This design comes from an exercise in tuning for small area, a short achievable clock period and few clock cycles per item on the open sky130 flow, not from production work. At most, simulation tests tie the RTL to the original design; equivalence was not proved.

==> indigo: inputs <==
// systolic_mm_top
module systolic_mm_top (
    input  logic                  clk,
    input  logic                  rst,
    input  logic                  in_valid,
    input  logic [8-1:0] in_data,
    output logic                  out_valid,
    output logic [8-1:0] out_data,
    output logic                  busy,
    output logic                  done
);
Settings: LEC_CHECK=0, CAP_MARGIN=20, CORE_MARGIN=2, CORE_UTILIZATION=40, SETUP_SLACK_MARGIN=3.4, SLEW_MARGIN=20; clock period 6.0 ns.
run.sh (not shown) runs the stock make flow with config.mk's settings and CLKGATE_MAP_FILE= SYNTH_SCRIPT=/design/flow/synth_recipe.tcl, a recipe that flattens the netlist after the stock synthesis.
==> xenon: changes against indigo <==
--- a/flow/config.mk
+++ b/flow/config.mk
@@ -9,4 +9,4 @@
 export CORE_MARGIN = 2
 export CORE_UTILIZATION = 40
-export SETUP_SLACK_MARGIN = 3.4
+export SETUP_SLACK_MARGIN = 2.8
 export SLEW_MARGIN = 20
==> qor summary <==
	indigo	xenon
Status	finished clean	finished clean
DP Cell Count	1763	1770
DR WL met2	18410 um	17250 um
Global-route track usage on met1	23.68%	22.92%
Buffer share of cell area	4.945%	1.946%
First-pass GRT wire length	59220 um	55810 um
Worst slew margin	39.51%	40.24%
Sequential share of cell area	47.63%	50.10%
Clock-cell share	6.013%	6.432%
Clock period minus final worst setup slack	3.008 ns	3.099 ns
Maximum fanout along the worst path	4	9
No run of this note included a check of the RTL's function; only the layout flow was run.

---

==> run a: inputs <==
Another version of the RTL of systolic_mm_top (not shown whole).
export LEC_CHECK = 0
export CAP_MARGIN = 20
export CORE_MARGIN = 2
export CORE_UTILIZATION = 65
export SETUP_SLACK_MARGIN = 3.5
export SLEW_MARGIN = 20
create_clock -name core_clock -period 6.0 [get_ports {clk}]
==> run b (differences from run a) <==
CORE_UTILIZATION = 40   (was 65)
SETUP_SLACK_MARGIN = 3.0   (was 3.5)
==> run c (differences from run a) <==
CTS_CLUSTER_DIAMETER = 80   (was unset)
CTS_CLUSTER_SIZE = 30   (was unset)
==> results.txt <==
quantity	run c	run a	run b
Outcome	complete, no violations	complete, no violations	complete, no violations
Total number of H-tree levels	1	2	2
Overall routing resource usage	25.0%	25.6%	16.2%
Fillers	1,813	1,738	3,988
DR iter-0 viols	667	654	788
Total area of multi-input combinational cells	6920 um^2	6900 um^2	6840 um^2
Post-route clock skew	0.0272 ns	0.0167 ns	0.0146 ns
Register-to-register setup slack	3.45 ns	3.48 ns	3.19 ns
Cell area after layout	20,200 um^2	20,900 um^2	20,800 um^2
Count of vias placed by the detailed router	9,140	9,280	9,065
Met1 demand-to-capacity share in global routing	33.9%	34.0%	21.0%
End point of the critical path	c0_q[18]$_DFF_P_	c0_q[33]$_DFF_P_	bq[8][4]$_DFFE_PP_
Startpoint of the worst hold path	c0_q[1]$_DFF_P_	c0_q[1]$_DFF_P_	c0_q[3]$_DFF_P_
Non-clock buffer contribution to total cell area	3.10%	2.95%	1.31%
Worst slew slack as a fraction of its limit	43.3%	41.0%	32.6%
Hold worst-path end	c1_q[1]$_DFF_P_	c1_q[1]$_DFF_P_	c1_q[3]$_DFF_P_
Slowest cell delay on critical path	0.57 ns	0.56 ns	0.46 ns
Count of buffers added by post-CTS timing repair for setup	28	24	0
Number of antenna violations at the first check in global routing	0	0	3
Wire length on met1	14,300 um	14,000 um	15,300 um
No functional check of the RTL was part of any run of this note.

---

==> inputs of trial 70 <==
systolic_mm_top, a different RTL version from the one above (not shown whole).
==> flow/config.mk <==
export PLATFORM = sky130hd
export DESIGN_NAME = systolic_mm_top
export DESIGN_NICKNAME = systolic_mm_top
export VERILOG_FILES = /design/flow/design.v
export SDC_FILE = /design/flow/constraint.sdc
export NUM_CORES = 4
export LEC_CHECK = 0
export CAP_MARGIN = 20
export CORE_MARGIN = 2
export CORE_UTILIZATION = 75
export CTS_CLUSTER_DIAMETER = 80
export CTS_CLUSTER_SIZE = 30
export SETUP_SLACK_MARGIN = 3.5
export SLEW_MARGIN = 20
export SYNTH_HIERARCHICAL = 1
==> flow/constraint.sdc <==
create_clock -name core_clock -period 6.0 [get_ports {clk}]
set_input_delay 1.2000 -clock core_clock [delete_from_list [all_inputs] [get_ports {clk}]]
set_output_delay 1.2000 -clock core_clock [all_outputs]
set_load 0.01 [all_outputs]
==> build 76 (differences from trial 70) <==
--- a/flow/config.mk
+++ b/flow/config.mk
@@ -5,6 +5,7 @@
 export SDC_FILE = /design/flow/constraint.sdc
 export NUM_CORES = 4
 export LEC_CHECK = 0
+export ABC_AREA = 1
 export CAP_MARGIN = 20
 export CORE_MARGIN = 2
 export CORE_UTILIZATION = 75
==> results.txt <==
| item | trial 70 | build 76 |
|---|---|---|
| Tap Count | 285 | 319 |
| Skew final | 0.02309 ns | 0.02325 ns |
| Count of multi-input combinational gates | 565 | 727 |
| Simple-gate share of the synthesized area | 7.123% | 11.25% |
| Crit. Startpoint | ar0[8]$_DFFE_PP_ | bq[12][2]$_DFFE_PP_ |
| Footprint of the multi-input gates | 0.006150 mm^2 | 0.006250 mm^2 |
| Run status | no timing/DRC/antenna violations | no timing/DRC/antenna violations |
| Most common cell after layout, fill and taps aside | sky130_fd_sc_hd__edfxtp_1 | sky130_fd_sc_hd__nand2_1 |
| Data arrival time of the critical path | 2.90 ns | 2.98 ns |
| GPL Wtd Cong | 0.8813 | 0.8650 |
| Count of fill cells added during filler insertion | 1234 | 1414 |
| Number of post-CTS setup repair buffers | 12 | 6 |
| Post-synth cell types | 48 | 38 |
| Critical-path maximum fanout | 8 | 9 |
| Wire length per cell after detailed routing | 23.08 um | 19.90 um |
| Clk_buf instances | 26 | 25 |
| Invs w/o clock | 23 | 113 |
| Via count of the first global-routing pass | 8787 | 9236 |
| Area Overhead vs Synth | 3.863% | 2.813% |
| Fmax achieved | 397.7 MHz | 398.1 MHz |
| Terminating pin of the worst hold path | c1_q[0]$_DFF_P_ | c1_q[3]$_DFF_P_ |
| Met2 WL post-DR | 15330 um | 15550 um |
Testbench counts of trial 70, summed over its fixed seeds: cycles 9,032, jobs 192.
Testbench counts of build 76, summed over its fixed seeds: cycles 9,032, jobs 192.

[static timing again, ports no longer ideal]
In the flow no input, the clock included, has a driving cell. The finished layouts below were timed again as built, in two steps.
Step 1 sets driving cells, clkbuf_16 on the clock port and buf_2 on the other inputs (assumed; they add their load-dependent delay and slew).
Step 2 also shifts input and output timing later by t, the mid clock arrival at the registers, as if the neighbouring blocks saw the same clock.
Slacks: ideal / step 1 / step 2; pairs: ideal / step 1.
run	t, ns	slack for setup (ns)	hold WS [ns]	slew at the worst register clock pin (ns)	pins driven straight from the clock port
indigo	0.579	2.992 / 2.992 / 2.992	0.346 / 0.346 / 0.346	0.06 / 0.06	1
xenon	0.593	2.901 / 2.901 / 2.901	0.350 / 0.350 / 0.350	0.07 / 0.07	1
run a	0.575	3.477 / 3.477 / 3.302	0.325 / 0.325 / 0.325	0.06 / 0.06	1
run b	0.595	3.186 / 3.186 / 3.186	0.325 / 0.325 / 0.325	0.06 / 0.06	1
run c	0.574	3.448 / 3.448 / 3.299	0.334 / 0.334 / 0.334	0.11 / 0.11	1
trial 70	0.565	3.486 / 3.486 / 3.323	0.336 / 0.336 / 0.336	0.11 / 0.11	1
build 76	0.569	3.488 / 3.488 / 3.434	0.336 / 0.336 / 0.336	0.11 / 0.11	1
After both steps every run listed still meets setup and hold. The setup slack of run a, which loses most, moves by 0.000 ns with the drivers and by -0.175 ns with both steps.
